Context: an optimization exercise on an open-source flow, tuned for small area and a short achievable clock period. The choices shown serve that exercise and are no tape-out recipe.
The RTL was checked by simulation tests, not by an equivalence proof against the original design.
Power and IR drop assume default switching activity.

Setup of lane 1:
## sys_matmul_stream
module sys_matmul_stream #(
  parameter int N      = 3,
  parameter int DW     = 8,
  parameter int ACC_W  = 2*DW + $clog2(N),
  parameter int SIGNED = 0
) (
  input  logic             CLK,
  input  logic             rst_n,
  input  logic             vld_in,
  output logic             rdy_in,
  input  logic [DW-1:0]    a,
  input  logic [DW-1:0]    b,
  input  logic             keep,
  output logic             vld_out,
  input  logic             rdy_out,
  output logic [ACC_W-1:0] c,
  output logic             last_out,
  output logic             busy,
  output logic [1:0]       dbg_state
);
clock: 8.0 ns
lec_check: 0
cap_margin: 20
core_margin: 2
core_utilization: 55
cts_cluster_diameter: 250
cts_cluster_size: 28
place_density: 0.7
setup_slack_margin: 5
slew_margin: 20
run.sh (not shown) runs the stock make flow with config.mk's settings and CLKGATE_MAP_FILE= SYNTH_SCRIPT=/design/flow/synth_recipe.tcl, a recipe that flattens the netlist after the stock synthesis.
Changes in lane 2 relative to lane 1:
Settings: swapping 55 for 40 in CORE_UTILIZATION; putting GPL_TIMING_DRIVEN at 0 where nothing was set; clearing PLACE_DENSITY, which used to be 0.7.
==> comparison <==
Of lane 2 and lane 1, lane 2 shows the higher detailed-router iteration count before antenna repair, with lane 1 below it. Compared with lane 1, lane 2 shows a met3 usage in global routing that is 1.1 points lower. Delta (lane 2 minus lane 1): area used by multi-input combinational logic went down about 0.46%; arrival time at the worst endpoint went up 0.06 ns; count of buffers not belonging to the clock network in the layout went up about 40%; final total power held. Delta(worst setup slack for register-to-register paths, lane 2 - lane 1) < 0. Lane 2 vs lane 1 — total power divided by cell area dropped slightly. Violation count after the first detailed-routing iteration improves in lane 2 relative to lane 1. Measured against lane 1, the cell count after placement of lane 2 comes out at 1.11 times the reference value. Comparing lane 2 and lane 1, the lower fraction of layout cells with a size suffix above 1 is on lane 1.
Here is what was changed in the inputs of lane 3 compared with lane 2.
Settings: CTS_BUF_LIST newly set to sky130_fd_sc_hd__clkbuf_8 sky130_fd_sc_hd__clkbuf_16; GPL_TIMING_DRIVEN removed (was 0).
- Per the comparison of lane 3 with lane 2, max-slew violation total from the final report was more or less identical; portion of total power attributed to the clock network increased by 0.2 points relative to the old numbers; number of global-route vias before repair now sits lower; post-layout total power moved down; post-synthesis to final-layout area growth now sits lower.
- Every run (lane 3 and lane 2) finished clean.
- Half-perimeter wire length after detailed placement was lower in lane 3 than in lane 2.
- Final worst hold slack, lane 3 and lane 2, lower one = lane 2.
- Going from lane 2 to lane 3, the global-route usage was found to have gone down by 1.3 points.
- Re final worst-path setup slack: lane 3 and lane 2 aren't equal, and the higher value belongs to lane 3.
The inputs of lane 4 differ from those of lane 3 as listed below.
Settings: CTS_BUF_LIST: sky130_fd_sc_hd__clkbuf_8 sky130_fd_sc_hd__clkbuf_16 -> unset.
[summary]
Lane 4 does worse than lane 3 on total power. Setup slack after layout, lane 3 and lane 4, higher one = lane 4. The non-clock buffer contribution to total cell area was comparable across lane 3 and lane 4. The number of vias per cell on lane 4 is in line with that on lane 3. Lane 4 vs. lane 3: design area ~0 delta, worst hold margin essentially unchanged.

Another version of the RTL of sys_matmul_stream (not shown whole).
Size in the first run: roughly 1600 cells after synthesis, ~45 I/O pins, ~18000 µm² of cells after synthesis.
==> flow/config.mk <==
export PLATFORM = sky130hd
export DESIGN_NAME = sys_matmul_stream
export DESIGN_NICKNAME = sys_matmul_stream
export VERILOG_FILES = /design/flow/design.v
export SDC_FILE = /design/flow/constraint.sdc
export NUM_CORES = 4
export LEC_CHECK = 0
export CAP_MARGIN = 20
export CORE_MARGIN = 2
export CORE_UTILIZATION = 60
export CTS_BUF_LIST = sky130_fd_sc_hd__clkbuf_4 sky130_fd_sc_hd__clkbuf_8
export CTS_CLUSTER_SIZE = 20
export SETUP_SLACK_MARGIN = 5
export SLEW_MARGIN = 20
==> flow/constraint.sdc <==
create_clock -name core_clock -period 8.0 [get_ports {CLK}]
set_input_delay 1.6000 -clock core_clock [delete_from_list [all_inputs] [get_ports {CLK}]]
set_output_delay 1.6000 -clock core_clock [all_outputs]
set_load 0.01 [all_outputs]
The starting point passed the timing, DRC and antenna checks.
Change:
ABC_CLOCK_PERIOD_IN_PS = 2500   (was default)
CORE_UTILIZATION = 40   (was 60)
CTS_BUF_LIST = default   (was sky130_fd_sc_hd__clkbuf_4 sky130_fd_sc_hd__clkbuf_8)
CTS_CLUSTER_SIZE = default   (was 20)
Outcome: Final cell count grows by 6.8%; die area grows by 49%; global-route usage shrinks by 9.4 points; via count shrinks by 1.7%.
Change:
ABC_CLOCK_PERIOD_IN_PS = default   (was 2500)
CTS_BUF_LIST = sky130_fd_sc_hd__clkbuf_8   (was default)
CTS_CLUSTER_SIZE = 30   (was default)
=> The changed run ran to the end with no violations; setup slack improves by 0.040 ns; area after synthesis does not change; synthesized cell count does not change; first-iteration DRC count drops by a quarter to a third; global-route usage came out higher by 0.14 points.
Change:
CTS_BUF_LIST = default   (was sky130_fd_sc_hd__clkbuf_8)
CTS_CLUSTER_SIZE = default   (was 30)
After rerunning: Final area falls by 0.47%. Fmax decreases by 1.3%. Synthesized cell count does not change. Flip-flop and latch count does not change. Global-route usage shrinks by 0.14 points. Die area is unchanged. Worst setup slack loses 0.040 ns.

what the ideal ports hide:
In the flow no input, the clock included, has a driving cell. The finished layouts below were timed again as built, in two steps.
Step 1 (the two cells are an assumption about what drives the block):
set clk [get_ports {CLK}]
set_driving_cell -lib_cell sky130_fd_sc_hd__clkbuf_16 $clk
set_driving_cell -lib_cell sky130_fd_sc_hd__buf_2 [delete_from_list [all_inputs] $clk]
Step 2 also shifts input and output timing later by t, the mid clock arrival at the registers, as if the neighbouring blocks saw the same clock.
Three values: ideal ports, drivers, drivers and shift; two values: the first two.
| run | t, ns | slack for setup (ns) | worst hold slack (ns) | worst setup path at the end | clock arrival spread, ns |
|---|---|---|---|---|---|
| lane 1 | 0.569 | 5.069 / 5.069 / 4.568 | 0.341 / 0.341 / 0.341 | input to register | 0.043 / 0.043 |
| lane 2 | 0.575 | 4.984 / 4.984 / 4.527 | 0.332 / 0.332 / 0.332 | input to register | 0.027 / 0.027 |
| lane 3 | 0.575 | 5.088 / 5.056 / 4.595 | 0.340 / 0.340 / 0.340 | input to register | 0.031 / 0.031 |
| lane 4 | 0.577 | 5.094 / 5.048 / 4.586 | 0.341 / 0.341 / 0.341 | input to register | 0.036 / 0.036 |
| the first run of note 2 | 0.657 | 4.843 / 4.843 / 4.435 | 0.351 / 0.351 / 0.351 | input to register | 0.030 / 0.030 |
| the second run of note 2 | 0.599 | 4.826 / 4.826 / 4.353 | 0.328 / 0.328 / 0.328 | input to register | 0.033 / 0.032 |
| the third run of note 2 | 0.693 | 4.866 / 4.866 / 4.257 | 0.331 / 0.331 / 0.331 | input to register | 0.052 / 0.051 |
| the fourth run of note 2 | 0.599 | 4.826 / 4.826 / 4.353 | 0.328 / 0.328 / 0.328 | input to register | 0.033 / 0.032 |
After both steps setup and hold are still met in every run listed. For the third run of note 2, which loses most, drivers alone change the setup slack by 0.000 ns; drivers and shift together by -0.609 ns.
